Context: an optimization exercise on an open-source flow, tuned for small area, a short achievable clock period and few clock cycles per item. The choices shown serve that exercise and are no tape-out recipe.
Function was checked by simulation only, so behaviour that the tests miss may differ from the original.

==> inputs of willow <==
==> flow/design.v (excerpt) <==
module mac_ci (
    input  logic        clk,
    input  logic        reset,
    input  logic        clk_en,
    input  logic        start,
    input  logic [2:0]  n,
    input  logic [31:0] dataa,
    input  logic [31:0] datab,
    output logic [31:0] result,
    output logic        done
);
    logic [ACC_W-1:0] acc_q;
    logic             sat_q;
    logic [NCUT-1:0]  cut_q;          
    logic             pend_q;         
    logic             done_q;
    logic             sel_lo_q, sel_hi_q, sel_st_q;
    logic [NCUT-1:0]  cut_d;
    logic [ACC_W:0]   x, y;
    logic [ACC_W:0]   sum;
    logic             ovf;
    logic [ACC_W-1:0] acc_sat;
    mac_csa u_csa (
        .a   (dataa),
        .b   (datab),
        .acc (acc_q),
        .cut (cut_d)
    );
    mac_fin u_fin (
        .cut (cut_q),
        .x   (x),
        .y   (y)
    );
    mac_add u_add (
        .x   (x),
        .y   (y),
        .sum (sum)
    );
    always_comb begin
        ovf     = sum[ACC_W] ^ sum[ACC_W-1];
        acc_sat = ovf ? {sum[ACC_W], {(ACC_W-1){~sum[ACC_W]}}} : sum[ACC_W-1:0];
    end
    always_ff @(posedge clk) begin
        cut_q <= cut_d;
    end
    always_ff @(posedge clk) begin
        if (reset) begin
            acc_q  <= '0;
            sat_q  <= 1'b0;
            pend_q <= 1'b0;
            done_q <= 1'b0;
        end else begin
            pend_q <= start && (n == OP_MAC);
            done_q <= start || (done_q && !clk_en);
            if (start && (n == OP_CLR)) begin
                acc_q <= '0;
                sat_q <= 1'b0;
            end else if (pend_q) begin
                acc_q <= acc_sat;
                sat_q <= sat_q | ovf;
            end
        end
    end
    always_ff @(posedge clk) begin
        if (start) begin
            sel_lo_q <= (n == OP_MAC) || (n == OP_RDLO);
            sel_hi_q <= (n == OP_RDHI);
            sel_st_q <= (n == OP_RDSTAT);
        end
    end
    always_comb begin
        if (pend_q)
            result = acc_sat[31:0];
        else
            result = ({32{sel_lo_q}} & acc_q[31:0])
                   | ({32{sel_hi_q}} & acc_q[ACC_W-1:32])
  ...
clock: 10.0 ns
lec_check: 0
abc_area: 1
cap_margin: 20
core_margin: 2
core_utilization: 40
setup_slack_margin: 4.7
slew_margin: 20
standard.sh (not shown) runs the stock make flow with config.mk's settings and CLKGATE_MAP_FILE= SYNTH_SCRIPT=/design/flow/synth_recipe.tcl, a recipe that flattens the netlist after the stock synthesis.
==> flow/flow/run.sh <==
#!/bin/bash
# Standard synthesis, then an inverter clean-up around the full-adder cells (fixinv.py),
# then the standard layout from the cleaned netlist.
set -euo pipefail
R=orfs/results/sky130hd/mac_ci/base
bash standard.sh synth > synth_std.log 2>&1
cp $R/1_2_yosys.v $R/1_2_yosys_std.v
python3 flow/fixinv.py $R/1_2_yosys_std.v $R/1_2_yosys.v > fixinv.log 2>&1
rm -f $R/1_synth.odb $R/1_synth.sdc
bash standard.sh "BUFFER_PORTS_ARGS=-buffer_cell sky130_fd_sc_hd__buf_2" finish > finish.log 2>&1
Other scripts of this flow, unchanged in this note and not shown: flow/flow/fixinv.py
==> inputs of maple, as changes to willow <==
Settings changed: SETUP_SLACK_MARGIN 4.7 to 4.4.
==> run summary <==
Routing
The detailed-route vias per instance is 5.83. The final layout contains routed wiring with a total length of 123000 microns. The first routing iteration left 3083 violations.

Layout
The multi-input gate share of the layout cell area is 0.701. Of all the cell area in the finished design, the clock network holds 0.0161.

Timing
The clock period could shrink to 5.51 ns.

Global route
The first global-routing pass estimated 177000 microns of wire. Entering global routing, the biggest net connects 59 pins. Across every metal layer, demand over resource in global routing totals 0.312.

Worst setup path
Counting cells, the worst reg-to-reg path comes to 6.

Outcome
The flow ran to the end and the layout has no timing, DRC or antenna violations.
[end of results for willow]
==> run summary <==
Layout
Of the total standard cell area in the layout, the multi-input combinational portion is 0.718. Summing all multi-input logic gate instances after layout gives 0.0247 sq mm.

Worst setup path
The length in cells of the worst reg-to-reg path is 8.

Routing
The aggregate routed wire length is 117000 microns. The count of nets left with antenna violations after detail routing is 0. The number of DRC markers in iteration 0 is 3332. The detailed-route vias per instance is 5.82.

Global route
Entering global routing, the biggest net connects 61 pins. The global-route usage over all layers is 0.297.

Outcome
The flow ran to the end and the layout has no timing, DRC or antenna violations.

Timing
After layout, the minimum clock period comes to 5.62 ns.
[end of results for maple]
Testbench counts of willow, summed over its fixed seeds: cycles 9,658, ops 4,829.
Testbench counts of maple, summed over its fixed seeds: cycles 9,658, ops 4,829.

separate check: timing with driven ports:
The results above use ideal ports. As a check the final layouts listed here were re-extracted and re-timed, cells and wires unchanged.
Step 1, drivers: a clkbuf_16 drives clk and a buf_2 each remaining input, both assumed.
Step 2 adds t to the input delays and takes it off the output delays; t is the mean of the earliest and latest rising clock arrival at the registers after step 1. Input paths then give back, and output paths get back, about the clock's delay inside the block.
Slacks: ideal / step 1 / step 2; pairs: ideal / step 1.
run	t (ns)	slack for setup (ns)	hold WS [ns]	worst data-port slew with drivers (ns)
willow	0.575	4.485 / 4.454 / 3.878	0.410 / 0.410 / 0.410	0.17
maple	0.563	4.385 / 4.354 / 3.791	0.423 / 0.423 / 0.423	0.19
After both steps setup and hold are still met in every run listed. The setup slack of willow, which loses most, moves by -0.031 ns with the drivers and by -0.607 ns with both steps.
